Source: an optimization exercise on an open RTL-to-GDS flow (aim: small area, a short achievable clock period and few clock cycles per item). Production flows keep margins and buffers that such runs may drop. At most, simulation tests tie the RTL to the original design; equivalence was not proved. The RTL of runs 1 to 3 and 5 to 7 was laid out without a check of its function. Power figures rest on the tool's default switching activity, not on a simulated workload.

==> flow/design.v <==
package bmru_pkg;
    localparam int MAP_BITS_DEFAULT = 2048;
    localparam int CMD_W   = 3;
    localparam int START_W = 12;
    localparam int COUNT_W = 13;
    localparam int POS_W   = 13;
    localparam int WORD_W  = 32;
    localparam int BIT_W   = 5;
    typedef enum logic [CMD_W-1:0] {
        CMD_TEST      = 3'd0,
        CMD_SET       = 3'd1,
        CMD_CLEAR     = 3'd2,
        CMD_TEST_CLR  = 3'd3,
        CMD_FIND_ZERO = 3'd4,
        CMD_FIND_SET  = 3'd5
    } cmd_t;
    function automatic logic [BIT_W-1:0] lowest_set(input logic [WORD_W-1:0] x);
        logic [WORD_W-1:0] y;
        logic [BIT_W-1:0]  idx;
        y   = x & (~x + WORD_W'(1));
        idx = '0;
        for (int j = 0; j < WORD_W; j++)
        begin
            if (y[j])
            begin
                idx = idx | BIT_W'(j);
            end
        end
        lowest_set = idx;
    endfunction
endpackage
module bmru_ram #(
    parameter int WIDTH = 32,
    parameter int DEPTH = 128,
    parameter int AW = (DEPTH > 1) ? $clog2(DEPTH) : 1
) (
    input  logic             clk,
    input  logic             we,
    input  logic [AW-1:0]    waddr,
    input  logic [WIDTH-1:0] wdata,
    input  logic [AW-1:0]    raddr,
    output logic [WIDTH-1:0] rdata
);
    logic [WIDTH-1:0] mem [DEPTH];
    always_ff @(posedge clk)
    begin
        if (we)
        begin
            mem[waddr] <= wdata;
        end
        rdata <= mem[raddr];
    end
endmodule
module bitmap_range_update_and_search #(
    parameter int MAP_BITS = bmru_pkg::MAP_BITS_DEFAULT
) (
    input  logic                          clk,
    input  logic                          rst_n,
    input  logic                          in_valid,
    output logic                          in_stall,
    input  logic [bmru_pkg::CMD_W-1:0]    cmd,
    input  logic [bmru_pkg::START_W-1:0]  start_index,
    input  logic [bmru_pkg::COUNT_W-1:0]  count,
    output logic                          out_valid,
    input  logic                          out_stall,
    output logic [bmru_pkg::POS_W-1:0]    position,
    output logic                          found,
    output logic                          bit_value
);
    localparam int WW    = bmru_pkg::WORD_W;         
    localparam int BW    = bmru_pkg::BIT_W;          
    localparam int WORDS = 2048 / WW;                
    localparam int WA    = 6;
    localparam int RW    = 15;                       
    localparam int QD    = 3;                        
    logic        acc;
    logic        in_stall_r;
    logic [13:0] sum;
    logic [13:0] upd_last;
    logic [12:0] fnd_last;
    logic [10:0] last_in;
    logic        ne_in;
    logic        is_upd_in, is_set_in, is_tc_in, is_find_in, is_test_in, want_in;
    logic        s_in_map;
    assign acc = in_valid && !in_stall_r;
    always_comb
    begin
        s_in_map   = !start_index[11];
        is_test_in = (cmd == 3'd0);
        is_set_in  = (cmd == 3'd1);
        is_tc_in   = (cmd == 3'd3);
        is_upd_in  = (cmd == 3'd1) || (cmd == 3'd2) || (cmd == 3'd3);
        is_find_in = (cmd == 3'd4) || (cmd == 3'd5);
        want_in    = (cmd == 3'd5) || (cmd == 3'd0);
        sum        = {2'b00, start_index} + {1'b0, count};
        upd_last   = sum - 14'd1;
        fnd_last   = count - 13'd1;
        last_in    = start_index[10:0];
        ne_in      = 1'b0;
        if (is_upd_in)
        begin
            last_in = (sum[13:11] != 3'd0) ? 11'h7FF : upd_last[10:0];
            ne_in   = s_in_map && (count != 13'd0);
        end
        else if (is_find_in)
        begin
            last_in = (count[12:11] != 2'd0) ? 11'h7FF : fnd_last[10:0];
            ne_in   = s_in_map && ({1'b0, start_index} < count);
        end
        else if (is_test_in)
        begin
            ne_in   = s_in_map;
        end
    end
    logic        v2;
    logic        ne2, upd2, set2, tc2, find2, test2, want2;
    logic [10:0] s2, l2;
    logic [12:0] cnt2;
    always_ff @(posedge clk or negedge rst_n)
    begin
        if (!rst_n)
        begin
            v2 <= 1'b0;
        end
        else
        begin
            v2 <= acc;
        end
    end
    always_ff @(posedge clk)
    begin
        ne2   <= ne_in;
        upd2  <= is_upd_in;
        set2  <= is_set_in;
        tc2   <= is_tc_in;
        find2 <= is_find_in;
        test2 <= is_test_in;
        want2 <= want_in;
        s2    <= start_index[10:0];
        l2    <= last_in;
        cnt2  <= count;
    end
    logic              clr;             
    logic [WW-1:0]     map_q [WORDS];
    always_ff @(posedge clk or negedge rst_n)
    begin
        if (!rst_n)
        begin
            clr <= 1'b1;
        end
        else
        begin
            clr <= 1'b0;
        end
    end
    logic [WA-1:0] ws, wl;
    logic [BW-1:0] bs, bl;
    logic          same_w, do_upd, set_v;
    assign ws     = s2[10:5];
    assign bs     = s2[4:0];
    assign wl     = l2[10:5];
    assign bl     = l2[4:0];
    assign same_w = (ws == wl);
    assign do_upd = v2 && ne2 && upd2;
    assign set_v  = set2 && !clr;
    logic [WORDS-1:0] r_mid, r_first, r_last;
    logic [WW-1:0]    c_first, c_last;
    always_comb
    begin
        for (int w = 0; w < WORDS; w++)
        begin
            r_first[w] = do_upd && (WA'(w) == ws);
            r_last[w]  = do_upd && (WA'(w) == wl) && !same_w;
            r_mid[w]   = clr || (do_upd && (WA'(w) > ws) && (WA'(w) < wl));
        end
        for (int b = 0; b < WW; b++)
        begin
            c_last[b]  = (BW'(b) <= bl);
            c_first[b] = (BW'(b) >= bs) && (!same_w || (BW'(b) <= bl));
        end
    end
    always_ff @(posedge clk)
    begin
        for (int w = 0; w < WORDS; w++)
        begin
            for (int b = 0; b < WW; b++)
            begin
                if (r_mid[w] || (r_first[w] && c_first[b]) || (r_last[w] && c_last[b]))
                begin
                    map_q[w][b] <= set_v;
                end
            end
        end
    end
    logic [WORDS-1:0] cand, first_oh;
    logic [WW-1:0]    w_start, w_hit;
    logic [WA-1:0]    hw;
    logic             hwv;
    always_comb
    begin
        for (int w = 0; w < WORDS; w++)
        begin
            cand[w] = (want2 ? (|map_q[w]) : !(&map_q[w])) &&
                      (WA'(w) > ws) && (WA'(w) <= wl);
        end
        first_oh = cand & (~cand + WORDS'(1));
        hwv      = |cand;
        w_start  = '0;
        w_hit    = '0;
        hw       = '0;
        for (int w = 0; w < WORDS; w++)
        begin
            w_start = w_start | (map_q[w] & {WW{WA'(w) == ws}});
            w_hit   = w_hit | (map_q[w] & {WW{first_oh[w]}});
            hw      = hw | (WA'(w) & {WA{first_oh[w]}});
        end
    end
    logic          v3;
    logic          ne3, tc3, find3, test3, want3, hwv3;
    logic [WW-1:0] ws_word3, hw_word3;
    logic [WA-1:0] ws3, wl3, hw3;
    logic [BW-1:0] bs3, bl3;
    logic [12:0]   cnt3;
    always_ff @(posedge clk or negedge rst_n)
    begin
        if (!rst_n)
        begin
            v3 <= 1'b0;
        end
        else
        begin
            v3 <= v2;
        end
    end
    always_ff @(posedge clk)
    begin
        ne3      <= ne2;
        tc3      <= tc2;
        find3    <= find2;
        test3    <= test2;
        want3    <= want2;
        hwv3     <= hwv;
        ws_word3 <= w_start;
        hw_word3 <= w_hit;
        ws3      <= ws;
        wl3      <= wl;
        hw3      <= hw;
        bs3      <= bs;
        bl3      <= bl;
        cnt3     <= cnt2;
    end
    logic [WW-1:0] m0, m1, x0, x1;
    logic          f0, f1, fnd;
    logic [10:0]   idx;
    logic [RW-1:0] res;
    always_comb
    begin
        for (int b = 0; b < WW; b++)
        begin
            m0[b] = (BW'(b) >= bs3) && ((ws3 != wl3) || (BW'(b) <= bl3));
            m1[b] = (hw3 != wl3) || (BW'(b) <= bl3);
        end
        x0  = (want3 ? ws_word3 : ~ws_word3) & m0 & {WW{ne3}};
        x1  = (want3 ? hw_word3 : ~hw_word3) & m1 & {WW{hwv3 && ne3}};
        f0  = |x0;
        f1  = |x1;
        idx = f0 ? {ws3, bmru_pkg::lowest_set(x0)} : {hw3, bmru_pkg::lowest_set(x1)};
        fnd = (f0 || f1) && (tc3 || find3);
        res = '0;
        if (fnd)
        begin
            res[14:2] = {2'b00, idx};
        end
        else if (find3)
        begin
            res[14:2] = cnt3;
        end
        res[1] = fnd;
        res[0] = test3 && f0;
    end
    logic          ov;
    logic [RW-1:0] od;
    logic [RW-1:0] q [QD];
    logic [1:0]    qn;
    logic [2:0]    outst;
    logic          take, load_out;
    assign take      = ov && !out_stall;
    assign load_out  = !ov || !out_stall;
    assign out_valid = ov;
    assign position  = od[14:2];
    assign found     = od[1];
    assign bit_value = od[0];
    assign in_stall  = in_stall_r;
    logic [2:0] outst_next;
    always_comb
    begin
        outst_next = outst + {2'b00, acc} - {2'b00, take};
    end
    always_ff @(posedge clk or negedge rst_n)
    begin
        if (!rst_n)
        begin
            ov         <= 1'b0;
            qn         <= '0;
            outst      <= '0;
            in_stall_r <= 1'b0;
        end
        else
        begin
            outst      <= outst_next;
            in_stall_r <= (outst_next >= 3'd4);
            if (load_out)
            begin
                ov <= (qn != 2'd0) || v3;
            end
            if (load_out && qn != 2'd0)
            begin
                qn <= qn - 2'd1 + {1'b0, v3};
            end
            else if (v3 && !(load_out && qn == 2'd0))
            begin
                qn <= qn + 2'd1;
            end
        end
    end
    always_ff @(posedge clk)
    begin
        if (load_out)
        begin
            od <= (qn != 2'd0) ? q[0] : res;
        end
        for (int i = 0; i < QD; i++)
        begin
            if (load_out && qn != 2'd0)
            begin
                if (i < QD - 1 && 2'(i + 1) < qn)
                begin
                    q[i] <= q[(i + 1) % QD];
                end
                else if (v3 && 2'(i + 1) == qn)
                begin
                    q[i] <= res;
                end
            end
            else if (v3 && !(load_out && qn == 2'd0) && 2'(i) == qn)
            begin
                q[i] <= res;
            end
        end
    end
endmodule
==> flow/run.sh <==
#!/bin/bash
# synth_recipe.tcl (not shown) runs the flow's synth.tcl, then flattens the netlist and writes it again
# the make line also repeats each setting of config.mk as NAME=value (left out here)
make -C /OpenROAD-flow-scripts/flow DESIGN_CONFIG=/design/flow/config.mk WORK_HOME=/design/flow/orfs CLKGATE_MAP_FILE= SYNTH_SCRIPT=/design/flow/synth_recipe.tcl finish
==> flow/config.mk <==
export PLATFORM = sky130hd
export DESIGN_NAME = bitmap_range_update_and_search
export DESIGN_NICKNAME = bitmap_range_update_and_search
export VERILOG_FILES = /design/flow/design.v
export SDC_FILE = /design/flow/constraint.sdc
export NUM_CORES = 4
export LEC_CHECK = 0
export CAP_MARGIN = 20
export CORE_MARGIN = 2
export CORE_UTILIZATION = 40
export SLEW_MARGIN = 20
==> flow/constraint.sdc <==
create_clock -name core_clock -period 10.0 [get_ports {clk}]
set_input_delay 2.0000 -clock core_clock [delete_from_list [all_inputs] [get_ports {clk}]]
set_output_delay 2.0000 -clock core_clock [all_outputs]
set_load 0.01 [all_outputs]
==> impl_metrics.env, run 1 <==
export IMPL_numCtsBuffers=268
export IMPL_htreeDepth=5
export IMPL_synth_edf_count=2108
export IMPL_clock_path_buffers=4
export IMPL_yosys_warnings=3
export IMPL_initial_core_util_pct=40.21
export IMPL_postCtsSetupBuffers=0
export IMPL_die_w_um=580.4
export IMPL_synth_area_mm2=0.1329
export IMPL_port_buffers=48
export IMPL_firstError="[ERROR GRT-0116] Global routing finished with congestion. Check the congestion regions in the DRC Viewer."
export IMPL_synth_compound_area_share_pct=28.25
export IMPL_grt_max_degree=263
export IMPL_syn_avg_cell_area_um2=10.72
export IMPL_dp_hpwl_um=1144000
export IMPL_synth_top_family_by_area="compound AO/OA/AOI/OAI gates"
export IMPL_status="did not finish"
export IMPL_clock_sinks=2270
export IMPL_synthXorXnorAreaFrac_pct=0.6920
export IMPL_grt_first_pass_wirelength_um=2229000
export IMPL_muxShareOfSynthArea_pct=0.3916
export IMPL_cts_hold_buf=0
export IMPL_postPlaceCellArea_mm2=0.1408
export IMPL_lastStage="5_1_grt"
export IMPL_synth_cells=12400
export IMPL_synth_seq_cells=2270
export IMPL_grt_usage_pct=97.71
export IMPL_postCtsResizedCells=0
export IMPL_async_flop_share_pct=0.3965
export IMPL_synthFlopType="edfxtp_1"
export IMPL_root_buffer="clkbuf_16"
export IMPL_num_rows=211
export IMPL_grt_pass1_vias=185137
export IMPL_die_h_um=580.4
export IMPL_synthAdderAreaFrac_pct=0.3502
export IMPL_gp_congestion=1.671
export IMPL_globalRouteOverflowTotal=12391
export IMPL_ys_seq_area_share_pct=50.11
export IMPL_yosys_cell_types_count=111
export IMPL_yosys_area_share_simple_pct=15.33
export IMPL_pin_count=49
metrics by stage:
step / std cells / power (W) / worst slack, ns / hold WS, ns
3_3_place_gp: 15926 / 0.01769 / 0.2013 / 0.3117
4_1_cts: 16450 / 0.02764 / 2.202 / 0.3278
3_5_place_dp: 15970 / 0.01776 / 2.228 / 0.3128
2_1_floorplan: 12400 / 0.01364 / -10.13 / 0.3096
power groups by stage:
stage	registers, W	clock network, W	logic (W)
2_1_floorplan	0.0117	0	0.00190
3_3_place_gp	0.0134	0	0.00426
3_5_place_dp	0.0134	0	0.00433
4_1_cts	0.0132	0.0101	0.00435
kinds of logic after synthesis:
logic type | after synthesis
compound gates | 4621
simple gates | 3659
flops | 2270
buf+inv | 1658
xor+xnor | 105
mux | 50
fa+ha+maj | 36
other cells | 1
how the worst max path moves through the flow:
stage	from	endpoint	slack (ns)	cells after the start
2_1_floorplan	clr	map_q[0][0]	-10.13	3
3_3_place_gp	s2[8]	hw_word3[16]	0.20	13
3_5_place_dp	s2[6]	hw_word3[3]	2.23	14
4_1_cts	s2[6]	hw_word3[3]	2.20	14
per-layer routing:
metal / GRT usage, % / GRT overflow
met1: 95.89 / 1649
met2: 105.4 / 6586
met3: 93.69 / 1677
met4: 95.35 / 2300
met5: 83.83 / 179
synth_stat cells (all sizes together), types with 89 or more instances:
master	number	share of area, %
buf	199	0.76
o21ai	247	0.93
or4	91	0.52
o221ai	1866	12
o211ai	94	0.53
nor2	496	1.4
nor4	549	2.7
nor3	212	0.85
dfxtp	153	2.3
a222oi	89	0.67
edfxtp	2108	48
clkbuf	1376	3.9
a22oi	633	3.6
a22o	515	3.4
a21oi	251	0.95
a221oi	514	3.4
nand3	274	1.0
and3	115	0.54
nand2	706	2.0
nand4	752	3.6
==> run 2: changes to the inputs <==
--- a/flow/config.mk
+++ b/flow/config.mk
@@ -5,7 +5,10 @@
 export SDC_FILE = /design/flow/constraint.sdc
 export NUM_CORES = 4
 export LEC_CHECK = 0
+export ABC_CLOCK_PERIOD_IN_PS = 4000
 export CAP_MARGIN = 20
 export CORE_MARGIN = 2
-export CORE_UTILIZATION = 40
+export CORE_UTILIZATION = 30
+export PLACE_DENSITY = 0.36
+export SETUP_SLACK_MARGIN = 4
 export SLEW_MARGIN = 20
==> impl_metrics.env, run 2 <==
export IMPL_die_w_um=669.6
export IMPL_initial_core_util_pct=30.11
export IMPL_yosys_area_share_simple_pct=15.33
export IMPL_synthFlopType="edfxtp_1"
export IMPL_muxShareOfSynthArea_pct=0.3916
export IMPL_ys_top_cells_by_count="2108 x edfxtp_1, 1866 x o221ai_1, 1375 x clkbuf_1"
export IMPL_async_flop_share_pct=0.3965
export IMPL_globalRouteOverflowTotal=2968
export IMPL_synthAdderAreaFrac_pct=0.3502
export IMPL_yosysTopAreaCell="edfxtp_1"
export IMPL_clock_sinks=2270
export IMPL_dp_hpwl_um=1412000
export IMPL_pre_cts_slack_ns=1.803
export IMPL_synth_top_family_by_area="compound AO/OA/AOI/OAI gates"
export IMPL_status="did not finish"
export IMPL_yosys_warnings=3
export IMPL_synth_cells=12400
export IMPL_gp_congestion=1.425
export IMPL_htreeDepth=5
export IMPL_synthXorXnorAreaFrac_pct=0.6920
export IMPL_ys_top_cells_by_area="edfxtp_1 48%, o221ai_1 12%, clkbuf_1 3.9%"
export IMPL_pin_count=49
export IMPL_die_h_um=669.6
export IMPL_port_buffers=48
export IMPL_yosys_cell_types_count=111
export IMPL_grt_first_pass_wirelength_um=2590000
export IMPL_numCtsBuffers=286
export IMPL_synth_top_area_share_pct=47.63
export IMPL_synth_compound_area_share_pct=28.25
export IMPL_grt_max_degree=243
export IMPL_ys_seq_area_share_pct=50.11
export IMPL_grt_usage_pct=87.48
export IMPL_grt_pass1_vias=192839
export IMPL_synth_seq_cells=2270
export IMPL_lastStage="5_1_grt"
export IMPL_synth_area_mm2=0.1329
export IMPL_root_buffer="clkbuf_16"
export IMPL_yosys_cell_count_top_type="edfxtp_1"
export IMPL_firstError="[ERROR GRT-0116] Global routing finished with congestion. Check the congestion regions in the DRC Viewer."
export IMPL_num_rows=244
export IMPL_syn_avg_cell_area_um2=10.72
export IMPL_synth_edf_count=2108
export IMPL_clock_path_buffers=4
## run 2: logic make-up after synthesis
group,count (synthesis)
AO/OA/AOI/OAI,4621
multiplexers,50
buffers and inverters,1658
adder cells (fa/ha/maj),36
other,1
flip-flops,2270
AND/OR/NAND/NOR,3659
XOR/XNOR,105
## run 2: metal layers
| metal | GRT usage, % | overflow |
|---|---|---|
| met4 | 82.80 | 941 |
| met5 | 69.90 | 38 |
| met2 | 93.91 | 1485 |
| met1 | 88.72 | 242 |
| met3 | 82.26 | 262 |
## run 2: timing repair
action | in CTS
cloned | 6
setup endpoints to repair | 52
hold buffers | 0
pin swaps | 53
gates resized for setup | 227
setup buffers | 104
## run 2: worst max-delay path by stage
stage,to,start,depth (start not counted)
CTS,hw_word3[23],s2[6],15
detailed placement,hw_word3[7],s2[8],14
global placement,hw_word3[1],s2[8],13
floorplan,map_q[0][0],clr,3
## run 2: through the flow
step                      instances  area (um^2)  hold slack (ns)
after floorplan               12400       132900           0.3096
after global placement        17786       145700           0.3131
after detailed placement      17873       147100           0.3136
after CTS                     18496       158900           0.3218
## run 2: power by group through the flow
stage	Combinational [W]	Clock, W	Sequential [W]
2_1_floorplan	0.00190	0	0.0117
3_3_place_gp	0.00499	0	0.0135
3_5_place_dp	0.00509	0	0.0135
4_1_cts	0.00527	0.0110	0.0132
==> run 3: changes to the inputs <==
--- a/flow/design.v
+++ b/flow/design.v
@@ -192,7 +192,8 @@
             end
         end
     end
-    logic [WORDS-1:0] cand, first_oh;
+    logic [WORDS-1:0] s_one, s_zero, cand, first_oh, w_eq, w_gt;
+    logic [7:0]       g_any, g_before;
     logic [WW-1:0]    w_start, w_hit;
     logic [WA-1:0]    hw;
     logic             hwv;
@@ -200,17 +201,39 @@
     begin
         for (int w = 0; w < WORDS; w++)
         begin
-            cand[w] = (want2 ? (|map_q[w]) : !(&map_q[w])) &&
-                      (WA'(w) > ws) && (WA'(w) <= wl);
+            s_one[w]  = |map_q[w];
+            s_zero[w] = !(&map_q[w]);
+            w_eq[w]   = (WA'(w) == ws);
+            w_gt[w]   = (WA'(w) > ws);
+            cand[w]   = (want2 ? s_one[w] : s_zero[w]) && w_gt[w];
         end
-        first_oh = cand & (~cand + WORDS'(1));
-        hwv      = |cand;
-        w_start  = '0;
-        w_hit    = '0;
-        hw       = '0;
+        for (int g = 0; g < 8; g++)
+        begin
+            g_any[g] = |cand[8*g +: 8];
+        end
+        for (int g = 0; g < 8; g++)
+        begin
+            g_before[g] = 1'b0;
+            for (int h = 0; h < g; h++)
+            begin
+                g_before[g] = g_before[g] | g_any[h];
+            end
+        end
+        for (int w = 0; w < WORDS; w++)
+        begin
+            first_oh[w] = cand[w] && !g_before[w / 8];
+            for (int u = (w / 8) * 8; u < w; u++)
+            begin
+                first_oh[w] = first_oh[w] && !cand[u];
+            end
+        end
+        hwv     = |g_any;
+        w_start = '0;
+        w_hit   = '0;
+        hw      = '0;
         for (int w = 0; w < WORDS; w++)
         begin
-            w_start = w_start | (map_q[w] & {WW{WA'(w) == ws}});
+            w_start = w_start | (map_q[w] & {WW{w_eq[w]}});
             w_hit   = w_hit | (map_q[w] & {WW{first_oh[w]}});
             hw      = hw | (WA'(w) & {WA{first_oh[w]}});
         end
@@ -258,7 +281,7 @@
         for (int b = 0; b < WW; b++)
         begin
             m0[b] = (BW'(b) >= bs3) && ((ws3 != wl3) || (BW'(b) <= bl3));
-            m1[b] = (hw3 != wl3) || (BW'(b) <= bl3);
+            m1[b] = (hw3 < wl3) || ((hw3 == wl3) && (BW'(b) <= bl3));
         end
         x0  = (want3 ? ws_word3 : ~ws_word3) & m0 & {WW{ne3}};
         x1  = (want3 ? hw_word3 : ~hw_word3) & m1 & {WW{hwv3 && ne3}};
--- a/flow/config.mk
+++ b/flow/config.mk
@@ -8,7 +8,8 @@
 export ABC_CLOCK_PERIOD_IN_PS = 4000
 export CAP_MARGIN = 20
 export CORE_MARGIN = 2
-export CORE_UTILIZATION = 30
-export PLACE_DENSITY = 0.36
-export SETUP_SLACK_MARGIN = 4
+export CORE_UTILIZATION = 25
+export GPL_ROUTABILITY_DRIVEN = 1
+export PLACE_DENSITY = 0.3
+export SETUP_SLACK_MARGIN = 5
 export SLEW_MARGIN = 20
==> impl_metrics.env, run 3 <==
export IMPL_grt_max_degree=220
export IMPL_die_h_um=732.2
export IMPL_grt_first_pass_wirelength_um=2499000
export IMPL_synth_cells=12425
export IMPL_async_flop_share_pct=0.3965
export IMPL_clock_path_buffers=4
export IMPL_yosysTopAreaCell="edfxtp_1"
export IMPL_yosys_cell_types_count=108
export IMPL_ys_seq_area_share_pct=50.23
export IMPL_ys_top_cells_by_area="edfxtp_1 48%, o221ai_1 12%, a22oi_1 5.3%"
export IMPL_firstError="[ERROR GRT-0116] Global routing finished with congestion. Check the congestion regions in the DRC Viewer."
export IMPL_initial_core_util_pct=25.08
export IMPL_syn_avg_cell_area_um2=10.67
export IMPL_numCtsBuffers=285
export IMPL_ys_top_cells_by_count="2108 x edfxtp_1, 1864 x o221ai_1, 1360 x clkbuf_1"
export IMPL_cts_hold_buf=0
export IMPL_die_w_um=732.2
export IMPL_gp_congestion=1.406
export IMPL_synth_area_mm2=0.1326
export IMPL_clock_sinks=2270
export IMPL_grt_usage_pct=73.31
export IMPL_port_buffers=48
export IMPL_root_buffer="clkbuf_16"
export IMPL_lastStage="5_1_grt"
export IMPL_grt_pass1_vias=181066
export IMPL_globalRouteOverflowTotal=7
export IMPL_status="did not finish"
export IMPL_synthFlopType="edfxtp_1"
export IMPL_synth_edf_count=2108
export IMPL_num_rows=267
export IMPL_synth_seq_cells=2270
export IMPL_pin_count=49
export IMPL_yosys_cell_count_top_type="edfxtp_1"
export IMPL_dp_hpwl_um=1451000
export IMPL_dp_cells=19011
export IMPL_htreeDepth=5
export IMPL_yosys_warnings=3
export IMPL_synth_top_area_share_pct=47.75
==> run 3: cell types whose count changed after synthesis, sizes merged, moves of 44 or more <==
cell    delta
a22oi    +297
a221oi   -177
and3      -44
nand2     +68
a22o     -182
nor4      -57
a222oi    +73
==> run 3: layer usage <==
layer,overflow,GRT usage (%)
met1,0,72.15
met3,1,68.40
met4,4,69.55
met2,2,82.29
met5,0,52.67
==> run 3: worst max path at each step <==
stage               cells past startpoint           end  slack (ns)
floorplan                               4   map_q[0][0]      -10.28
detailed placement                     12  hw_word3[31]        1.60
global placement                       12  hw_word3[11]       -0.15
CTS                                    13  hw_word3[18]        3.82
==> run 3: logic make-up after synthesis <==
group / Yosys count / share of synthesized area (%)
compound gates: 4728 / 28.66
simple gates: 3602 / 14.94
flops: 2270 / 50.23
buf+inv: 1662 / 4.930
xor+xnor: 101 / 0.6673
fa+ha+maj: 42 / 0.4078
mux: 19 / 0.1586
other cells: 1 / 0.002829
==> run 3: power groups by stage <==
stage                     clock network (W)  logic (W)  registers (W)
after floorplan                           0    0.00188         0.0118
after global placement                    0    0.00491         0.0139
after detailed placement                  0    0.00505         0.0138
after CTS                            0.0111    0.00554         0.0134
==> run 3: stage by stage <==
step	cell area [um^2]	power (W)	worst slack, ns	util (%)
floorplan	132600	0.01372	-10.28	-
CTS	164100	0.03004	3.821	31.05
detailed placement	148200	0.01886	1.595	28.04
global placement	146300	0.01877	-0.1529	27.68
==> run 3: timing repair <==
action / in CTS
cloned: 16
setup endpoints to repair: 399
setup buffers: 431
gates resized for setup: 496
pin swaps: 129
==> run 4: changes to the inputs <==
--- a/flow/design.v
+++ b/flow/design.v
@@ -192,8 +192,13 @@
             end
         end
     end
-    logic [WORDS-1:0] s_one, s_zero, cand, first_oh, w_eq, w_gt;
-    logic [7:0]       g_any, g_before;
+    localparam int NB = 8;
+    localparam int BWD = WORDS / NB;
+    logic [WORDS-1:0] cand, loc_first;
+    logic [NB-1:0]    b_any, b_first, b_eq;
+    logic [WW-1:0]    b_start [NB];
+    logic [WW-1:0]    b_hit [NB];
+    logic [2:0]       b_hw [NB];
     logic [WW-1:0]    w_start, w_hit;
     logic [WA-1:0]    hw;
     logic             hwv;
@@ -201,41 +206,44 @@
     begin
         for (int w = 0; w < WORDS; w++)
         begin
-            s_one[w]  = |map_q[w];
-            s_zero[w] = !(&map_q[w]);
-            w_eq[w]   = (WA'(w) == ws);
-            w_gt[w]   = (WA'(w) > ws);
-            cand[w]   = (want2 ? s_one[w] : s_zero[w]) && w_gt[w];
+            cand[w] = (want2 ? (|map_q[w]) : !(&map_q[w])) && (WA'(w) > ws);
         end
-        for (int g = 0; g < 8; g++)
+        for (int k = 0; k < NB; k++)
         begin
-            g_any[g] = |cand[8*g +: 8];
-        end
-        for (int g = 0; g < 8; g++)
-        begin
-            g_before[g] = 1'b0;
-            for (int h = 0; h < g; h++)
+            b_any[k]   = |cand[BWD*k +: BWD];
+            b_eq[k]    = (3'(k) == ws[5:3]);
+            b_start[k] = '0;
+            b_hit[k]   = '0;
+            b_hw[k]    = '0;
+            for (int j = 0; j < BWD; j++)
             begin
-                g_before[g] = g_before[g] | g_any[h];
+                loc_first[BWD*k+j] = cand[BWD*k+j];
+                for (int u = 0; u < j; u++)
+                begin
+                    loc_first[BWD*k+j] = loc_first[BWD*k+j] && !cand[BWD*k+u];
+                end
+                b_start[k] = b_start[k] | (map_q[BWD*k+j] & {WW{ws[2:0] == 3'(j)}});
+                b_hit[k]   = b_hit[k] | (map_q[BWD*k+j] & {WW{loc_first[BWD*k+j]}});
+                b_hw[k]    = b_hw[k] | (3'(j) & {3{loc_first[BWD*k+j]}});
             end
         end
-        for (int w = 0; w < WORDS; w++)
+        for (int k = 0; k < NB; k++)
         begin
-            first_oh[w] = cand[w] && !g_before[w / 8];
-            for (int u = (w / 8) * 8; u < w; u++)
+            b_first[k] = b_any[k];
+            for (int u = 0; u < k; u++)
             begin
-                first_oh[w] = first_oh[w] && !cand[u];
+                b_first[k] = b_first[k] && !b_any[u];
             end
         end
-        hwv     = |g_any;
+        hwv     = |b_any;
         w_start = '0;
         w_hit   = '0;
         hw      = '0;
-        for (int w = 0; w < WORDS; w++)
+        for (int k = 0; k < NB; k++)
         begin
-            w_start = w_start | (map_q[w] & {WW{w_eq[w]}});
-            w_hit   = w_hit | (map_q[w] & {WW{first_oh[w]}});
-            hw      = hw | (WA'(w) & {WA{first_oh[w]}});
+            w_start = w_start | (b_start[k] & {WW{b_eq[k]}});
+            w_hit   = w_hit | (b_hit[k] & {WW{b_first[k]}});
+            hw      = hw | ({3'(k), b_hw[k]} & {WA{b_first[k]}});
         end
     end
     logic          v3;
--- a/flow/config.mk
+++ b/flow/config.mk
@@ -7,6 +7,8 @@
 export LEC_CHECK = 0
 export ABC_CLOCK_PERIOD_IN_PS = 4000
 export CAP_MARGIN = 20
+export CELL_PAD_IN_SITES_DETAIL_PLACEMENT = 1
+export CELL_PAD_IN_SITES_GLOBAL_PLACEMENT = 2
 export CORE_MARGIN = 2
 export CORE_UTILIZATION = 25
 export GPL_ROUTABILITY_DRIVEN = 1
==> impl_metrics.env, run 4 <==
export IMPL_worstPathArrival_ns=6.28
export IMPL_ys_top_cells_by_count="2108 x edfxtp_1, 1872 x o221ai_1, 1396 x clkbuf_1"
export IMPL_yosys_cell_count_top_type="edfxtp_1"
export IMPL_synthFlopType="edfxtp_1"
export IMPL_cpLargestDelayFamily="buffers and inverters"
export IMPL_yosys_warnings=6
export IMPL_cp_max_fo=65
export IMPL_die_h_um=739.1
export IMPL_grt_usage_pct=42.76
export IMPL_layout_drive_gt1_share_pct=17.41
export IMPL_crit_required_ns=10.87
export IMPL_antenna_found_initial=193
export IMPL_hold_violations=0
export IMPL_drc=0
export IMPL_grt_setup_unrepaired="yes"
export IMPL_min_period_ns=5.409
export IMPL_pin_count=49
export IMPL_synth_cells=12832
export IMPL_wirelength_um=1224000
export IMPL_dieArea_mm2=0.5463
export IMPL_maxCapViolCount=0
export IMPL_setup_violations=0
export IMPL_final_common_cell="edfxtp_1"
export IMPL_biggestRegsByFlops="map_q (2048), q (45)"
export IMPL_largest_register="map_q"
export IMPL_relSlewSlack_pct=10.93
export IMPL_worst_setup_path_start_kind="register"
export IMPL_largest_reg_flops=2048
export IMPL_synth_seq_cells=2270
export IMPL_vias=148582
export IMPL_die_w_um=739.1
export IMPL_cellLeakagePower_nw=48.98
export IMPL_drv_slew=0
export IMPL_mostFrequentLayoutCells="2108 x edfxtp_1, 1870 x o221ai_1, 879 x a22oi_1, 721 x buf_4, 650 x nand2_1"
export IMPL_grt_max_degree=185
export IMPL_initial_core_util_pct=25.13
export IMPL_dr_pass1_iters=10
export IMPL_synth_area_mm2=0.1351
export IMPL_cts_tree="built"
export IMPL_clock_sinks=2270
export IMPL_ys_top_cells_by_area="edfxtp_1 47%, o221ai_1 12%, a22oi_1 4.9%"
export IMPL_syn_avg_cell_area_um2=10.53
export IMPL_wl_per_cell_um=61.17
export IMPL_dp_hpwl_um=832300
export IMPL_path_buf_inv=5
export IMPL_ys_seq_area_share_pct=49.29
export IMPL_slowest_delay_ns=0.73
export IMPL_clk_pin_slew_ns=0.06
export IMPL_hold_path_class="reg -> reg"
export IMPL_cts_hold_buf=0
export IMPL_yosys_cell_types_count=106
export IMPL_root_buffer="clkbuf_16"
export IMPL_gp_congestion=1.028
export IMPL_grt_first_pass_wirelength_um=1552000
export IMPL_ant_nets=0
export IMPL_yosysTopAreaCell="edfxtp_1"
export IMPL_status="complete, no violations"
export IMPL_power_density_mw_per_mm2=186.8
export IMPL_worstMarginPinSlew_ns=1.330
export IMPL_clock_skew_ns=0.07430
export IMPL_clk_latency_ns=1.06
export IMPL_num_rows=269
export IMPL_core_area_mm2=0.5375
export IMPL_synth_top_area_share_pct=46.86
export IMPL_port_buffers=48
export IMPL_grt_pass1_vias=139410
export IMPL_async_flop_share_pct=0.3965
export IMPL_globalRouteOverflowTotal=0
export IMPL_clock_path_buffers=4
export IMPL_nets=12501
export IMPL_syn_to_final_growth_pct=19.78
export IMPL_worstSetupPathType="reg -> reg"
export IMPL_via_per_inst=7.427
export IMPL_path_cells="clkinv_2, buf_16, nor2_4, buf_6, and2_4, buf_12, a221oi_1, buf_4, o31ai_2, o21ai_0, o221ai_1"
export IMPL_layout_setup_ws_ns=4.591
export IMPL_fin_tns_setup_ns=0
export IMPL_drtIter0Drc=25164
export IMPL_ir_worst_vdd_mv=0.1631
export IMPL_max_freq_mhz=184.9
export IMPL_synth_edf_count=2108
export IMPL_pre_cts_slack_ns=3.138
export IMPL_critPathCaptureType="register"
export IMPL_numCtsBuffers=314
export IMPL_finalCritPeriodShare_pct=54.09
export IMPL_cp_slowest_cell="o31ai_2"
export IMPL_htreeDepth=5
==> run 4: path summary, 6_finish.rpt <==
check	start	end	slack [ns]	depth (start not counted)
setup / recovery	s2[6]	ws_word3[7]	4.59	11
hold / removal	cnt2[7]	cnt3[7]	0.32	0
setup reg to reg	s2[6]	ws_word3[7]	4.59	11
hold reg to reg	cnt2[7]	cnt3[7]	0.32	0
max in group asynchronous	rst_n	clr	8.40	1
min in group asynchronous	rst_n	v3	1.26	1
==> run 4: cell type report <==
type,count,area [um^2]
clock inverter,190,2147
antenna,150,375.4
sequential,2270,66630
timing repair buffer,926,8519
fill,58358,375700
multi-input combinational,8816,66490
tap,7181,8985
clock buffer,375,8275
inverter,99,391.6
==> run 4: kinds of logic after synthesis <==
logic type      Yosys count  synth area share (%)
flops                  2270                 49.29
buf+inv                1756                 5.014
simple gates           3464                 13.73
fa+ha+maj                42                0.4001
xor+xnor                 95                0.6159
other cells               1              0.002776
mux                     153                 1.309
compound gates         5051                 29.64
==> run 4: metrics by stage <==
stage / hold WS (ns) / total power, W / cells / util [%] / area (um^2)
CTS: 0.3222 / 0.02989 / 19804 / 29.80 / 160200
finish: 0.3200 / 0.03023 / 20007 / 30.10 / 161800
global placement: 0.3132 / 0.01768 / 19120 / 27.24 / 146400
global route: 0.3306 / 0.03054 / 19905 / 30.06 / 161600
floorplan: 0.3096 / 0.01410 / 12832 / - / 135100
detailed placement: 0.3135 / 0.01776 / 19154 / 27.40 / 147300
==> run 4: metal layers <==
layer	GRT usage, %	share of wire, %
met1	49.49	36
met2	64.78	43
met3	13.90	11
met4	34.19	9.6
met5	1.398	0.048
==> run 4: report_power, final <==
group | leakage [nW] | internal, W | switching (W)
Combinational | 21.2 | 0.00140 | 0.00452
Sequential | 22.7 | 0.0112 | 0.00111
Clock | 5.08 | 0.00687 | 0.00517
==> run 4: repair_timing <==
action                                 in CTS  in global routing
buffers inserted                           70                 41
setup endpoints to repair                 820                 71
resized for setup                         331                113
cloned                                     15                  5
endpoints found under the hold margin       0                  0
pin swaps                                  50                 42
Testbench counts of run 4, summed over its fixed seeds: cycles 3,224, items 3,200.
==> run 5: changes to the inputs <==
--- a/flow/design.v
+++ b/flow/design.v
@@ -140,45 +140,72 @@
         l2    <= last_in;
         cnt2  <= count;
     end
-    logic              clr;             
     logic [WW-1:0]     map_q [WORDS];
+    logic [WA-1:0] ws_in, wl_in;
+    logic [BW-1:0] bs_in, bl_in;
+    logic          same_in, do_upd_in;
+    logic [WORDS-1:0] r_mid_d, r_first_d, r_last_d, gt_d;
+    logic [WW-1:0]    c_first_d, c_last_d;
+    logic [7:0]       b_eq_d, lo_eq_d;
+    always_comb
+    begin
+        ws_in     = start_index[10:5];
+        bs_in     = start_index[4:0];
+        wl_in     = last_in[10:5];
+        bl_in     = last_in[4:0];
+        same_in   = (ws_in == wl_in);
+        do_upd_in = acc && ne_in && is_upd_in;
+        for (int w = 0; w < WORDS; w++)
+        begin
+            r_first_d[w] = do_upd_in && (WA'(w) == ws_in);
+            r_last_d[w]  = do_upd_in && (WA'(w) == wl_in) && !same_in;
+            r_mid_d[w]   = do_upd_in && (WA'(w) > ws_in) && (WA'(w) < wl_in);
+            gt_d[w]      = (WA'(w) > ws_in);
+        end
+        for (int b = 0; b < WW; b++)
+        begin
+            c_last_d[b]  = (BW'(b) <= bl_in);
+            c_first_d[b] = (BW'(b) >= bs_in) && (!same_in || (BW'(b) <= bl_in));
+        end
+        for (int k = 0; k < 8; k++)
+        begin
+            b_eq_d[k]  = (ws_in[5:3] == 3'(k));
+            lo_eq_d[k] = (ws_in[2:0] == 3'(k));
+        end
+    end
+    logic [WORDS-1:0] r_mid, r_first, r_last, gt_ws;
+    logic [WW-1:0]    c_first, c_last;
+    logic [7:0]       b_eq, lo_eq;
+    logic             set_v;
     always_ff @(posedge clk or negedge rst_n)
     begin
         if (!rst_n)
         begin
-            clr <= 1'b1;
+            r_mid <= '1;
+            set_v <= 1'b0;
         end
         else
         begin
-            clr <= 1'b0;
+            r_mid <= r_mid_d;
+            set_v <= is_set_in;
         end
     end
+    always_ff @(posedge clk)
+    begin
+        r_first <= r_first_d;
+        r_last  <= r_last_d;
+        c_first <= c_first_d;
+        c_last  <= c_last_d;
+        gt_ws   <= gt_d;
+        b_eq    <= b_eq_d;
+        lo_eq   <= lo_eq_d;
+    end
     logic [WA-1:0] ws, wl;
     logic [BW-1:0] bs, bl;
-    logic          same_w, do_upd, set_v;
     assign ws     = s2[10:5];
     assign bs     = s2[4:0];
     assign wl     = l2[10:5];
     assign bl     = l2[4:0];
-    assign same_w = (ws == wl);
-    assign do_upd = v2 && ne2 && upd2;
-    assign set_v  = set2 && !clr;
-    logic [WORDS-1:0] r_mid, r_first, r_last;
-    logic [WW-1:0]    c_first, c_last;
-    always_comb
-    begin
-        for (int w = 0; w < WORDS; w++)
-        begin
-            r_first[w] = do_upd && (WA'(w) == ws);
-            r_last[w]  = do_upd && (WA'(w) == wl) && !same_w;
-            r_mid[w]   = clr || (do_upd && (WA'(w) > ws) && (WA'(w) < wl));
-        end
-        for (int b = 0; b < WW; b++)
-        begin
-            c_last[b]  = (BW'(b) <= bl);
-            c_first[b] = (BW'(b) >= bs) && (!same_w || (BW'(b) <= bl));
-        end
-    end
     always_ff @(posedge clk)
     begin
         for (int w = 0; w < WORDS; w++)
@@ -195,7 +222,7 @@
     localparam int NB = 8;
     localparam int BWD = WORDS / NB;
     logic [WORDS-1:0] cand, loc_first;
-    logic [NB-1:0]    b_any, b_first, b_eq;
+    logic [NB-1:0]    b_any, b_first;
     logic [WW-1:0]    b_start [NB];
     logic [WW-1:0]    b_hit [NB];
     logic [2:0]       b_hw [NB];
@@ -206,13 +233,12 @@
     begin
         for (int w = 0; w < WORDS; w++)
         begin
-            cand[w] = (want2 ? (|map_q[w]) : !(&map_q[w])) && (WA'(w) > ws);
+            cand[w] = (want2 ? (|map_q[w]) : !(&map_q[w])) && gt_ws[w];
         end
         for (int k = 0; k < NB; k++)
         begin
             b_any[k]   = |cand[BWD*k +: BWD];
-            b_eq[k]    = (3'(k) == ws[5:3]);
-            b_start[k] = '0;
+                        b_start[k] = '0;
             b_hit[k]   = '0;
             b_hw[k]    = '0;
             for (int j = 0; j < BWD; j++)
@@ -222,7 +248,7 @@
                 begin
                     loc_first[BWD*k+j] = loc_first[BWD*k+j] && !cand[BWD*k+u];
                 end
-                b_start[k] = b_start[k] | (map_q[BWD*k+j] & {WW{ws[2:0] == 3'(j)}});
+                b_start[k] = b_start[k] | (map_q[BWD*k+j] & {WW{lo_eq[j]}});
                 b_hit[k]   = b_hit[k] | (map_q[BWD*k+j] & {WW{loc_first[BWD*k+j]}});
                 b_hw[k]    = b_hw[k] | (3'(j) & {3{loc_first[BWD*k+j]}});
             end
==> flow/flow/run.sh (new file) <==
#!/bin/bash
# Standard layout, except that the map's flip-flops are pre-placed in a 64 x 32
# array after the floorplan (flow/preplace.tcl), so that global placement puts the
# per-bit, per-word and per-column logic around a regular grid.
set -euo pipefail
R=orfs/results/${FLOW_PLATFORM}/bitmap_range_update_and_search/base
bash standard.sh synth floorplan > std_floorplan.log 2>&1
IN_ODB=$R/2_floorplan.odb OUT_ODB=$R/2_floorplan_pp.odb ARRAY_FRAC=${ARRAY_FRAC:-0.85} \
    openroad -exit flow/preplace.tcl > preplace.log 2>&1
cp $R/2_floorplan_pp.odb $R/2_floorplan.odb
touch $R/2_floorplan.odb
bash standard.sh > std_finish.log 2>&1
==> flow/flow/preplace.tcl (new file) <==
# Place the map's flip-flops in a 64 x 32 array (word w in band w, bit b in
# column b) and mark them FIRM; global placement then places the rest around them.
read_db $::env(IN_ODB)
set block [ord::get_db_block]
set core [$block getCoreArea]
set cx0 [$core xMin]; set cy0 [$core yMin]; set cx1 [$core xMax]; set cy1 [$core yMax]

# rows sorted by y
set rows {}
foreach r [$block getRows] { lappend rows [list [[$r getBBox] yMin] $r] }
set rows [lsort -integer -index 0 $rows]
set nrows [llength $rows]
set site_w [[[lindex [lindex $rows 0] 1] getSite] getWidth]

# occupied intervals per row (tap cells)
array set occ {}
for {set i 0} {$i < $nrows} {incr i} { set occ($i) {} }
set ry {}
foreach rr $rows { lappend ry [lindex $rr 0] }
foreach inst [$block getInsts] {
  if {[$inst isPlaced]} {
    set bb [$inst getBBox]
    set i [lsearch -exact $ry [$bb yMin]]
    if {$i >= 0} { lappend occ($i) [list [$bb xMin] [$bb xMax]] }
  }
}

set WORDS 64
set BITS 32
set frac $::env(ARRAY_FRAC)
# the array takes the lower part of the core, the rest stays for the control logic
set arr_rows [expr {int($nrows * $frac)}]
set rpw [expr {$arr_rows / $WORDS}]
if {$rpw < 1} { set rpw 1 }
set pitch [expr {($cx1 - $cx0) / double($BITS)}]
puts "rows $nrows array rows [expr {$rpw*$WORDS}] rows/word $rpw pitch [expr {$pitch/1000.0}] um"

proc free_x {i x w} {
  global occ site_w cx0 cx1
  # search outwards from x for a site-aligned free slot of width w
  set base [expr {$cx0 + (($x - $cx0) / $site_w) * $site_w}]
  for {set d 0} {$d < 200} {incr d} {
    foreach s [list $d [expr {-$d}]] {
      set xx [expr {$base + $s * $site_w}]
      if {$xx < $cx0 || $xx + $w > $cx1} continue
      set ok 1
      foreach iv $occ($i) {
        if {$xx < [lindex $iv 1] && $xx + $w > [lindex $iv 0]} { set ok 0; break }
      }
      if {$ok} { return $xx }
    }
  }
  return -1
}

set placed 0
for {set w 0} {$w < $WORDS} {incr w} {
  set i [expr {$w * $rpw + ($rpw - 1) / 2}]
  set row [lindex [lindex $rows $i] 1]
  set y [lindex [lindex $rows $i] 0]
  set orient [$row getOrient]
  for {set b 0} {$b < $BITS} {incr b} {
    set name [format {map_q\[%d\]\[%d\]$_DFFE_PP_} $w $b]
    set inst [$block findInst $name]
    if {$inst == "NULL"} { puts "missing $name"; continue }
    set wd [[$inst getMaster] getWidth]
    set x [expr {int($cx0 + ($b + 0.5) * $pitch - $wd / 2)}]
    set xx [free_x $i $x $wd]
    if {$xx < 0} { puts "no room for $name"; continue }
    $inst setOrient $orient
    $inst setLocation $xx $y
    $inst setPlacementStatus FIRM
    lappend occ($i) [list $xx [expr {$xx + $wd}]]
    incr placed
  }
}
puts "placed $placed flip-flops"
write_db $::env(OUT_ODB)
==> flow/standard.sh (new file) <==
#!/bin/bash
# synth_recipe.tcl (not shown) runs the flow's synth.tcl, then flattens the netlist and writes it again
# the make line also repeats each setting of config.mk as NAME=value (left out here)
make -C /OpenROAD-flow-scripts/flow DESIGN_CONFIG=/design/flow/config.mk WORK_HOME=/design/flow/orfs CLKGATE_MAP_FILE= SYNTH_SCRIPT=/design/flow/synth_recipe.tcl "${@:-finish}"
==> flow/config.mk (replaced) <==
export PLATFORM = sky130hd
export DESIGN_NAME = bitmap_range_update_and_search
export DESIGN_NICKNAME = bitmap_range_update_and_search
export VERILOG_FILES = /design/flow/design.v
export SDC_FILE = /design/flow/constraint.sdc
export NUM_CORES = 4
export LEC_CHECK = 0
export ABC_CLOCK_PERIOD_IN_PS = 4000
export CAP_MARGIN = 20
export CORE_MARGIN = 2
export CORE_UTILIZATION = 30
export MIN_ROUTING_LAYER = met2
export PLACE_DENSITY = 0.5
export SETUP_SLACK_MARGIN = 5
export SLEW_MARGIN = 20
removed: flow/run.sh
==> impl_metrics.env, run 5 <==
export IMPL_yosys_cell_count_top_type="edfxtp_1"
export IMPL_lastStage="5_1_grt"
export IMPL_synth_edf_count=2108
export IMPL_dp_cells=18663
export IMPL_grt_first_pass_wirelength_um=2139000
export IMPL_die_h_um=701.1
export IMPL_gp_congestion=1.498
export IMPL_pin_count=49
export IMPL_grt_max_degree=206
export IMPL_initial_core_util_pct=30.06
export IMPL_clock_sinks=2604
export IMPL_numCtsBuffers=330
export IMPL_ys_top_cells_by_area="edfxtp_1 43%, a221o_1 14%, a22oi_1 7.1%"
export IMPL_ys_seq_area_share_pct=50.54
export IMPL_yosysTopAreaCell="edfxtp_1"
export IMPL_htreeDepth=5
export IMPL_ys_top_cells_by_count="2108 x edfxtp_1, 2071 x a221o_1, 1495 x clkbuf_1"
export IMPL_port_buffers=48
export IMPL_dp_hpwl_um=908800
export IMPL_firstError="[ERROR GRT-0116] Global routing finished with congestion. Check the congestion regions in the DRC Viewer."
export IMPL_synthFlopType="edfxtp_1"
export IMPL_status="did not finish"
export IMPL_synth_cells=13335
export IMPL_synth_top_area_share_pct=43.43
export IMPL_clock_path_buffers=4
export IMPL_cts_hold_buf=0
export IMPL_yosys_cell_types_count=108
export IMPL_root_buffer="clkbuf_16"
export IMPL_grt_usage_pct=92.68
export IMPL_grt_pass1_vias=253063
export IMPL_num_rows=256
export IMPL_synth_seq_cells=2604
export IMPL_pre_cts_slack_ns=2.075
export IMPL_globalRouteOverflowTotal=17980
export IMPL_yosys_warnings=6
export IMPL_async_flop_share_pct=2.803
export IMPL_die_w_um=701.1
export IMPL_syn_avg_cell_area_um2=10.93
export IMPL_synth_area_mm2=0.1458
## run 5: through the flow
stage | util (%) | instance area (um^2)
detailed placement | 31.68 | 153600
CTS | 34.45 | 167000
global placement | 31.66 | 153500
floorplan | - | 145800
## run 5: what timing repair did
item                       in CTS
setup endpoints to repair     267
setup buffers                  98
gates cloned                    8
pin swaps                      55
gates resized for setup       346
## run 5: kinds of logic after synthesis
logic type	Yosys count	synth area share (%)
adder cells (fa/ha/maj)	42	0.3708
XOR/XNOR	75	0.4601
multiplexers	50	0.3622
flip-flops	2604	50.54
AO/OA/AOI/OAI	5018	29.25
other	2	0.005152
buffers and inverters	1969	5.149
AND/OR/NAND/NOR	3575	13.86
## run 5: worst max path at each step
stage	to	slack [ns]	cells past startpoint
after floorplan	map_q[0][0]	0.62	0
after global placement	r_last[32]	2.00	16
after detailed placement	r_last[7]	2.07	16
after CTS	hw_word3[21]	4.89	12
## run 5: metal layers
| layer | GRT overflow | GRT usage, % |
|---|---|---|
| met3 | 14409 | 109.7 |
| met1 | - | - |
| met4 | 843 | 74.81 |
| met2 | 1358 | 87.96 |
| met5 | 1370 | 92.55 |
## run 5: power by group through the flow
| stage | sequential [W] | clock [W] | combinational (W) |
|---|---|---|---|
| floorplan | 0.0128 | 0 | 0.00213 |
| global placement | 0.0134 | 0 | 0.00399 |
| detailed placement | 0.0134 | 0 | 0.00400 |
| CTS | 0.0132 | 0.0124 | 0.00414 |
==> run 6: changes to the inputs <==
--- a/flow/flow/run.sh
+++ b/flow/flow/run.sh
@@ -9,4 +9,4 @@
     openroad -exit flow/preplace.tcl > preplace.log 2>&1
 cp $R/2_floorplan_pp.odb $R/2_floorplan.odb
 touch $R/2_floorplan.odb
-bash standard.sh > std_finish.log 2>&1
+bash standard.sh SETUP_SLACK_MARGIN=6.5 finish > std_finish.log 2>&1
--- a/flow/config.mk
+++ b/flow/config.mk
@@ -9,7 +9,8 @@
 export CAP_MARGIN = 20
 export CORE_MARGIN = 2
 export CORE_UTILIZATION = 30
+export CTS_CLUSTER_DIAMETER = 60
+export CTS_CLUSTER_SIZE = 20
 export MIN_ROUTING_LAYER = met2
 export PLACE_DENSITY = 0.5
-export SETUP_SLACK_MARGIN = 5
 export SLEW_MARGIN = 20
==> impl_metrics.env, run 6 <==
export IMPL_status="did not finish"
export IMPL_lastStage="5_1_grt"
export IMPL_firstError="[ERROR GRT-0116] Global routing finished with congestion. Check the congestion regions in the DRC Viewer."
export IMPL_grt_usage_pct=94.08
export IMPL_synth_cells=13335
export IMPL_synth_seq_cells=2604
export IMPL_die_h_um=701.1
export IMPL_pin_count=49
export IMPL_postPlaceCellArea_mm2=0.1536
export IMPL_gp_congestion=1.498
export IMPL_root_buffer="clkbuf_16"
export IMPL_htreeDepth=5
export IMPL_async_flop_share_pct=2.803
export IMPL_syn_avg_cell_area_um2=10.93
export IMPL_synth_compound_area_share_pct=29.25
export IMPL_numCtsBuffers=353
export IMPL_num_rows=256
export IMPL_synth_top_area_share_pct=43.43
export IMPL_synthAdderAreaFrac_pct=0.3708
export IMPL_die_w_um=701.1
export IMPL_synthXorXnorAreaFrac_pct=0.4601
export IMPL_synth_area_mm2=0.1458
export IMPL_muxShareOfSynthArea_pct=0.3622
export IMPL_synthFlopType="edfxtp_1"
export IMPL_yosys_warnings=6
export IMPL_yosysTopAreaCell="edfxtp_1"
export IMPL_yosys_cell_types_count=108
export IMPL_clock_sinks=2604
export IMPL_port_buffers=48
export IMPL_synth_top_family_by_area="compound AO/OA/AOI/OAI gates"
export IMPL_grt_pass1_vias=256446
export IMPL_synth_edf_count=2108
export IMPL_ys_top_cells_by_count="2108 x edfxtp_1, 2071 x a221o_1, 1495 x clkbuf_1"
export IMPL_dp_hpwl_um=908800
export IMPL_globalRouteOverflowTotal=19651
export IMPL_ys_seq_area_share_pct=50.54
export IMPL_grt_first_pass_wirelength_um=2166000
export IMPL_initial_core_util_pct=30.06
export IMPL_grt_max_degree=206
export IMPL_yosys_area_share_simple_pct=13.86
export IMPL_ys_top_cells_by_area="edfxtp_1 43%, a221o_1 14%, a22oi_1 7.1%"
export IMPL_yosys_cell_count_top_type="edfxtp_1"
export IMPL_clock_path_buffers=4
==> run 6: cell counts after synthesis <==
No cell type changed its count.
==> run 6: per-stage QoR <==
stage	setup slack (ns)	power, W	std cells	hold WS (ns)
CTS	5.120	0.03140	19714	0.3280
global placement	2.000	0.01741	18659	0.3121
floorplan	0.6154	0.01488	13337	0.3096
detailed placement	2.075	0.01740	18663	0.3121
==> run 6: logic make-up after synthesis <==
family / count (synthesis)
other: 2
DFF: 2604
and+or+nand+nor: 3575
muxes: 50
AOI/OAI and AO/OA: 5018
xor gates and xnor gates: 75
adders and majority gates: 42
buffers and inverters: 1969
==> run 6: worst max-delay path by stage <==
stage                   start     endpoint  slack [ns]  cells past startpoint
2_1_floorplan           set_v  map_q[0][0]        0.62                      0
3_3_place_gp   start_index[0]   r_last[32]        2.00                     16
3_5_place_dp   start_index[0]    r_last[7]        2.07                     16
4_1_cts          map_q[4][31]       hw3[1]        5.12                     14
==> run 6: timing repair <==
action / 4_1_cts
gates cloned: 40
hold buffers: 0
resized for setup: 1414
pin swaps: 320
buffers inserted: 367
endpoints found under the setup margin: 553
==> run 6: power by group through the flow <==
stage,Sequential [W],Combinational [W],Clock (W)
floorplan,0.0128,0.00213,0
global placement,0.0134,0.00399,0
detailed placement,0.0134,0.00400,0
CTS,0.0132,0.00459,0.0136
==> run 6: routing by layer <==
layer	overflow	global-route usage, %
met1	-	-
met2	1537	88.58
met3	15616	111.8
met4	949	76.27
met5	1549	95.87
==> run 7: changes to the inputs <==
--- a/flow/flow/run.sh
+++ b/flow/flow/run.sh
@@ -5,8 +5,8 @@
 set -euo pipefail
 R=orfs/results/${FLOW_PLATFORM}/bitmap_range_update_and_search/base
 bash standard.sh synth floorplan > std_floorplan.log 2>&1
-IN_ODB=$R/2_floorplan.odb OUT_ODB=$R/2_floorplan_pp.odb ARRAY_FRAC=${ARRAY_FRAC:-0.85} \
+IN_ODB=$R/2_floorplan.odb OUT_ODB=$R/2_floorplan_pp.odb ARRAY_FRAC=${ARRAY_FRAC:-0.95} \
     openroad -exit flow/preplace.tcl > preplace.log 2>&1
 cp $R/2_floorplan_pp.odb $R/2_floorplan.odb
 touch $R/2_floorplan.odb
-bash standard.sh SETUP_SLACK_MARGIN=6.5 finish > std_finish.log 2>&1
+bash standard.sh > std_finish.log 2>&1
--- a/flow/config.mk
+++ b/flow/config.mk
@@ -7,10 +7,10 @@
 export LEC_CHECK = 0
 export ABC_CLOCK_PERIOD_IN_PS = 4000
 export CAP_MARGIN = 20
+export CELL_PAD_IN_SITES_DETAIL_PLACEMENT = 1
+export CELL_PAD_IN_SITES_GLOBAL_PLACEMENT = 2
 export CORE_MARGIN = 2
 export CORE_UTILIZATION = 30
-export CTS_CLUSTER_DIAMETER = 60
-export CTS_CLUSTER_SIZE = 20
-export MIN_ROUTING_LAYER = met2
 export PLACE_DENSITY = 0.5
+export SETUP_SLACK_MARGIN = 5
 export SLEW_MARGIN = 20
==> impl_metrics.env, run 7 <==
export IMPL_status="did not finish"
export IMPL_lastStage="3_5_place_dp"
export IMPL_firstError="[ERROR DPL-0033] detailed placement checks failed during check placement."
export IMPL_syn_avg_cell_area_um2=10.93
export IMPL_die_h_um=701.1
export IMPL_ys_top_cells_by_area="edfxtp_1 43%, a221o_1 14%, a22oi_1 7.1%"
export IMPL_synth_edf_count=2108
export IMPL_synth_compound_area_share_pct=29.25
export IMPL_synth_seq_cells=2604
export IMPL_synthFlopType="edfxtp_1"
export IMPL_initial_core_util_pct=30.06
export IMPL_synthXorXnorAreaFrac_pct=0.4601
export IMPL_num_rows=256
export IMPL_synthAdderAreaFrac_pct=0.3708
export IMPL_die_w_um=701.1
export IMPL_synth_top_family_by_area="compound AO/OA/AOI/OAI gates"
export IMPL_yosys_cell_types_count=108
export IMPL_synth_area_mm2=0.1458
export IMPL_port_buffers=48
export IMPL_ys_top_cells_by_count="2108 x edfxtp_1, 2071 x a221o_1, 1495 x clkbuf_1"
export IMPL_yosysTopAreaCell="edfxtp_1"
export IMPL_synth_top_area_share_pct=43.43
export IMPL_yosys_area_share_simple_pct=13.86
export IMPL_gp_congestion=1.125
export IMPL_synth_cells=13335
export IMPL_yosys_cell_count_top_type="edfxtp_1"
export IMPL_pin_count=49
export IMPL_ys_seq_area_share_pct=50.54
export IMPL_dp_hpwl_um=851800
export IMPL_muxShareOfSynthArea_pct=0.3622
export IMPL_yosys_warnings=6
export IMPL_async_flop_share_pct=2.803
[run 7: cells by family after synthesis]
family / Yosys count
compound gates: 5018
fa+ha+maj: 42
xor+xnor: 75
mux: 50
other cells: 2
buf+inv: 1969
simple gates: 3575
flops: 2604
[run 7: power groups by stage]
stage / logic (W) / registers [W] / clock network (W)
2_1_floorplan: 0.00213 / 0.0128 / 0
3_3_place_gp: 0.00388 / 0.0133 / 0
[run 7: worst max-delay path by stage]
stage                   startpoint          end  cells after the start
after floorplan              set_v  map_q[0][0]                      0
after global placement    count[4]    r_mid[20]                     14
[run 7: stage by stage]
stage             power [W]  hold WS (ns)  cells  cell area (um^2)
global placement    0.01713        0.3126  18684            153600
floorplan           0.01488        0.3096  13337            145800

what the ideal ports hide:
Ports are ideal in the flow. The routed layout listed here was re-timed in OpenROAD.
Step 1: set_driving_cell puts a clkbuf_16 on clk and a buf_2 on each other input, an assumption about the parent block.
Step 2 times the ports against the registers' clock, not the clock port: input delays grow and output delays shrink by t, the midpoint of the rising clock arrivals with the driver on.
Three values: ideal, step 1, step 2; two values: the first two.
run: run 4
t, ns: 1.187
setup WS [ns]: 4.591 / 4.591 / 4.262
worst setup path after step 2: input to register
clock arrival spread, ns: 0.095 / 0.096
pins driven straight from the clock port: 1
After both steps run 4 still meets setup and hold. The setup slack of run 4 moves by 0.000 ns with the drivers and by -0.329 ns with both steps.
